Source: an optimization exercise on an open RTL-to-GDS flow (aim: small area, a short achievable clock period and few clock cycles). Production flows keep margins and buffers that such runs may drop.
Where RTL was checked, it was by simulation tests only, not by an equivalence proof against the original.
Power and IR drop assume default switching activity.

==> v4 <==
Design alu_mc, start of the top module:
module alu_mc #(
   parameter int unsigned WIDTH = 32,
   parameter int unsigned CNT_W = $clog2(WIDTH + 1)
) (
   input  logic             clk,
   input  logic             rstn,
   input  logic             in_valid,
   output logic             in_ready,
   input  logic [4:0]       ALUOp,
   input  logic [WIDTH-1:0] A,
   input  logic [WIDTH-1:0] B,
   input  logic [4:0]       shamt,
   input  logic             flush,
   output logic             out_valid,
   output logic [WIDTH-1:0] C,
   output logic             zero,
   output logic             ovf,
   output logic             busy
);
   localparam logic [4:0] ALUOp_LUI   = 5'd1;
   localparam logic [4:0] ALUOp_ADD   = 5'd2;
   localparam logic [4:0] ALUOp_SUB   = 5'd3;
   localparam logic [4:0] ALUOp_AND   = 5'd4;
   localparam logic [4:0] ALUOp_OR    = 5'd5;
   localparam logic [4:0] ALUOp_SLT   = 5'd6;
   localparam logic [4:0] ALUOp_SLTU  = 5'd7;
   localparam logic [4:0] ALUOp_ADDU  = 5'd8;
   localparam logic [4:0] ALUOp_SUBU  = 5'd9;
   localparam logic [4:0] ALUOp_XOR   = 5'd10;
   localparam logic [4:0] ALUOp_NOR   = 5'd11;
   localparam logic [4:0] ALUOp_SLL   = 5'd12;
   localparam logic [4:0] ALUOp_SRL   = 5'd13;
   localparam logic [4:0] ALUOp_SRA   = 5'd14;
   localparam logic [4:0] ALUOp_EQL   = 5'd15;
   localparam logic [4:0] ALUOp_NE    = 5'd16;
   localparam logic [4:0] ALUOp_MULT  = 5'd17;
   localparam logic [4:0] ALUOp_MULTU = 5'd18;
   localparam logic [4:0] ALUOp_DIV   = 5'd19;
   localparam logic [4:0] ALUOp_DIVU  = 5'd20;
   localparam logic [4:0] ALUOp_MFHI  = 5'd21;
   localparam logic [4:0] ALUOp_MFLO  = 5'd22;
   logic             vld_q, mdu_q;
   logic [31:0]      c_q, hi_q, lo_q;
   logic             zero_q, ovf_q;
  ...
==> module alu_mc, before the edit <==
module alu_mc #(
   parameter int unsigned WIDTH = 32,
   parameter int unsigned CNT_W = $clog2(WIDTH + 1)
) (
   input  logic             clk,
   input  logic             rstn,
   input  logic             in_valid,
   output logic             in_ready,
   input  logic [4:0]       ALUOp,
   input  logic [WIDTH-1:0] A,
   input  logic [WIDTH-1:0] B,
   input  logic [4:0]       shamt,
   input  logic             flush,
   output logic             out_valid,
   output logic [WIDTH-1:0] C,
   output logic             zero,
   output logic             ovf,
   output logic             busy
);
   localparam logic [4:0] ALUOp_LUI   = 5'd1;
   localparam logic [4:0] ALUOp_ADD   = 5'd2;
   localparam logic [4:0] ALUOp_SUB   = 5'd3;
   localparam logic [4:0] ALUOp_AND   = 5'd4;
   localparam logic [4:0] ALUOp_OR    = 5'd5;
   localparam logic [4:0] ALUOp_SLT   = 5'd6;
   localparam logic [4:0] ALUOp_SLTU  = 5'd7;
   localparam logic [4:0] ALUOp_ADDU  = 5'd8;
   localparam logic [4:0] ALUOp_SUBU  = 5'd9;
   localparam logic [4:0] ALUOp_XOR   = 5'd10;
   localparam logic [4:0] ALUOp_NOR   = 5'd11;
   localparam logic [4:0] ALUOp_SLL   = 5'd12;
   localparam logic [4:0] ALUOp_SRL   = 5'd13;
   localparam logic [4:0] ALUOp_SRA   = 5'd14;
   localparam logic [4:0] ALUOp_EQL   = 5'd15;
   localparam logic [4:0] ALUOp_NE    = 5'd16;
   localparam logic [4:0] ALUOp_MULT  = 5'd17;
   localparam logic [4:0] ALUOp_MULTU = 5'd18;
   localparam logic [4:0] ALUOp_DIV   = 5'd19;
   localparam logic [4:0] ALUOp_DIVU  = 5'd20;
   localparam logic [4:0] ALUOp_MFHI  = 5'd21;
   localparam logic [4:0] ALUOp_MFLO  = 5'd22;
   logic             vld_q, mdu_q;
   logic [31:0]      c_q, hi_q, lo_q;
   logic             zero_q, ovf_q;
   logic             run, acc, op_mdu, op_div, op_sgn, mdu_fin;
   assign op_mdu = (ALUOp == ALUOp_MULT) || (ALUOp == ALUOp_MULTU) ||
                   (ALUOp == ALUOp_DIV)  || (ALUOp == ALUOp_DIVU);
   assign op_div = (ALUOp == ALUOp_DIV) || (ALUOp == ALUOp_DIVU);
   assign op_sgn = (ALUOp == ALUOp_MULT) || (ALUOp == ALUOp_DIV);
   assign in_ready  = !run;
   assign acc       = in_valid && !run && !flush;
   assign out_valid = vld_q && !flush;
   assign busy      = mdu_q;
   assign C         = mdu_q ? lo_q : c_q;
   assign zero      = mdu_q ? (lo_q == '0) : zero_q;
   assign ovf       = ovf_q && !mdu_q;
   mdu_iter u_mdu (
      .clk     (clk),
      .rstn    (rstn),
      .start   (acc && op_mdu),
      .is_div  (op_div),
      .is_sgn  (op_sgn),
      .a       (A),
      .b       (B),
      .run     (run),
      .fin     (mdu_fin),
      .hi_q    (hi_q),
      .lo_q    (lo_q)
   );
   logic        sub, co, slt, sltu;
   logic [31:0] bb, s;
   assign sub = (ALUOp == ALUOp_SUB) || (ALUOp == ALUOp_SUBU) ||
                (ALUOp == ALUOp_SLT) || (ALUOp == ALUOp_SLTU);
   assign bb  = B ^ {32{sub}};
   pfx_add #(32) u_add (.a(A), .b(bb), .ci(sub), .s(s), .co(co));
   assign sltu = !co;
   assign slt  = (A[31] != B[31]) ? A[31] : s[31];
   logic [4:0]  sh;
   logic        left;
   logic [31:0] shx, shr, shl;
   assign left = (ALUOp == ALUOp_LUI) || (ALUOp == ALUOp_SLL);
   assign sh   = (ALUOp == ALUOp_LUI) ? 5'd16 : shamt;
   always_comb for (int i = 0; i < 32; i++) shx[i] = left ? B[31-i] : B[i];
   assign shr = 32'($signed({(ALUOp == ALUOp_SRA) && B[31], shx}) >>> sh);
   always_comb for (int i = 0; i < 32; i++) shl[i] = shr[31-i];
   logic [31:0] alu_res;
   logic        alu_zero, alu_ovf, eq;
   assign eq = (A == B);
   always_comb begin
      alu_res = '0;
      alu_ovf = 1'b0;
      case (ALUOp)
         ALUOp_ADD: begin
            alu_res = s;
            alu_ovf = (A[31] == B[31]) && (s[31] != A[31]);
         end
         ALUOp_SUB: begin
            alu_res = s;
            alu_ovf = (A[31] != B[31]) && (s[31] != A[31]);
         end
         ALUOp_ADDU, ALUOp_SUBU: alu_res = s;
         ALUOp_AND:  alu_res = A & B;
         ALUOp_OR:   alu_res = A | B;
         ALUOp_XOR:  alu_res = A ^ B;
         ALUOp_NOR:  alu_res = ~(A | B);
         ALUOp_SLT:  alu_res = {31'd0, slt};
         ALUOp_SLTU: alu_res = {31'd0, sltu};
         ALUOp_LUI, ALUOp_SLL: alu_res = shl;
         ALUOp_SRL, ALUOp_SRA: alu_res = shr;
         ALUOp_MFHI: alu_res = hi_q;
         ALUOp_MFLO: alu_res = lo_q;
         default:    alu_res = '0;
      endcase
      if (ALUOp == ALUOp_EQL)     alu_zero = eq;
      else if (ALUOp == ALUOp_NE) alu_zero = !eq;
      else                        alu_zero = (alu_res == '0);
   end
   always_ff @(posedge clk) begin
      c_q    <= alu_res;
      zero_q <= alu_zero;
      ovf_q  <= alu_ovf;
   end
   always_ff @(posedge clk or negedge rstn) begin
      if (!rstn) begin
         vld_q <= 1'b0;
         mdu_q <= 1'b0;
      end else begin
         vld_q <= (acc && !op_mdu) || (mdu_q && mdu_fin && !flush);
         mdu_q <= (acc && op_mdu) || (mdu_q && !flush && !vld_q);
      end
   end
endmodule
Settings: LEC_CHECK=0, ABC_CLOCK_PERIOD_IN_PS=1500, CAP_MARGIN=20, CORE_MARGIN=2, CORE_UTILIZATION=40, SETUP_SLACK_MARGIN=3.3, SLEW_MARGIN=20; clock period 6.5 ns.
run.sh (not shown) runs the stock make flow with config.mk's settings and CLKGATE_MAP_FILE= SYNTH_SCRIPT=/design/flow/synth_recipe.tcl, a recipe that flattens the netlist after the stock synthesis.
==> v17 (differences from v4) <==
--- a/flow/design.v
+++ b/flow/design.v
@@ -214,9 +214,6 @@
    logic [4:0]  sh;
-   logic        left;
-   logic [31:0] shx, shr, shl;
-   assign left = (ALUOp == ALUOp_LUI) || (ALUOp == ALUOp_SLL);
-   assign sh   = (ALUOp == ALUOp_LUI) ? 5'd16 : shamt;
-   always_comb for (int i = 0; i < 32; i++) shx[i] = left ? B[31-i] : B[i];
-   assign shr = 32'($signed({(ALUOp == ALUOp_SRA) && B[31], shx}) >>> sh);
-   always_comb for (int i = 0; i < 32; i++) shl[i] = shr[31-i];
+   logic [31:0] shl, shr;
+   assign sh  = (ALUOp == ALUOp_LUI) ? 5'd16 : shamt;
+   assign shl = B << sh;
+   assign shr = 32'($signed({(ALUOp == ALUOp_SRA) && B[31], B}) >>> sh);
    logic [31:0] alu_res;
- ABC_CLOCK_PERIOD_IN_PS: 1500 -> unset
- SETUP_SLACK_MARGIN: 3.3 -> unset
==> v3 (differences from v4) <==
- ABC_CLOCK_PERIOD_IN_PS: 1500 -> 2500
- SETUP_SLACK_MARGIN: 3.3 -> 2.0
==> summary of the runs <==
- The highest hold slack belongs to v3, the lowest to v4.
- In synthesized area, v17 and v4 hardly differ.
- Between v17 and v4, the lower combinational power is in v17 (gap about 8%, measured against v4).
- In v4 the synthesized cell count is larger than in v17, by about 0.37%.
- Sequential cell count is the same in v4 and v3.
- In via count, v4 and v3 hardly differ.
- Utilization, highest first: v4, v3, v17.
- The highest clock skew belongs to v17, the lowest to v3.
- In v4 the non-clock buffer count is higher than in v17, by 56.
==> figures <==
                                                                                  v17                      v4                          v3
Run status                                                             finished clean          finished clean              finished clean
Top cell type's share of synthesized area                                       9.86%                   9.88%                       9.88%
Worst slew pin tran                                                           1.21 ns                 1.06 ns                     1.13 ns
Worst ir drop on vdd                                                       0.000275 V              0.000247 V                  0.000244 V
Post-synth cell types                                                              96                      91                          91
Portion of total power attributed to combinational logic                        79.8%                   81.7%                       81.5%
Clock insertion delay at the later pin of the skew report                     0.52 ns                 0.45 ns                     0.45 ns
Filler-free cell count of the finished design                                    4313                    4371                        4361
Post-Synth XOR/XNOR Area                                                        7.97%                   8.09%                       8.09%
CP startpoint                                                                ALUOp[2]  u_mdu.bneg_q$_DFFE_PP_  u_mdu.lo_q[31]$_DFFE_PN0P_
Post-detail-place hpwl                                                         102 mm                 95.1 mm                     97.4 mm
Number of clock buffer instances in the layout                                     18                      24                          18
Register area share after synthesis                                             14.3%                   14.3%                       14.3%
Relative contribution of sequential cells to total power                        12.8%                   11.4%                       11.5%
Critical R2R Launch                                        u_mdu.lo_q[31]$_DFFE_PN0P_  u_mdu.bneg_q$_DFFE_PP_  u_mdu.lo_q[31]$_DFFE_PN0P_
Headroom to the max-slew limit                                                  18.5%                   29.6%                       23.8%
Switching Power                                                               7.44 mW                 7.75 mW                     7.73 mW
Multiplexer area fraction after synthesis                                       7.75%                   7.64%                       7.64%
Synth Area in Adders                                                            19.6%                   19.6%                       19.6%
Testbench counts of v17, summed over its fixed seeds: cycles 8,337.
No functional check of the RTL was part of v4 and v3.

-- what the ideal ports hide --
Ports are ideal in the flow. The routed layouts listed here were re-timed in OpenROAD.
Step 1, drivers: a clkbuf_16 drives clk and a buf_2 each remaining input, both assumed.
Step 2 times the ports against the registers' clock, not the clock port: input delays grow and output delays shrink by t, the midpoint of the rising clock arrivals with the driver on.
Slacks: ideal ports / drivers / drivers and shift; pairs: ideal ports / drivers.
run | t (ns) | setup WS [ns] | latest minus earliest clock arrival (ns) | slew at the worst register clock pin (ns) | cell pins on the clock port's net
v4 | 0.499 | 0.308 / 0.308 / 0.308 | 0.013 / 0.012 | 0.07 / 0.07 | 1
v17 | 0.566 | 0.254 / 0.292 / -0.274 | 0.020 / 0.020 | 0.08 / 0.08 | 1
v3 | 0.503 | 0.363 / 0.363 / 0.363 | 0.008 / 0.008 | 0.07 / 0.07 | 1
Met with ideal ports but missed after step 2: setup timing in v17. The setup slack of v17, which loses most, moves by +0.038 ns with the drivers and by -0.528 ns with both steps.
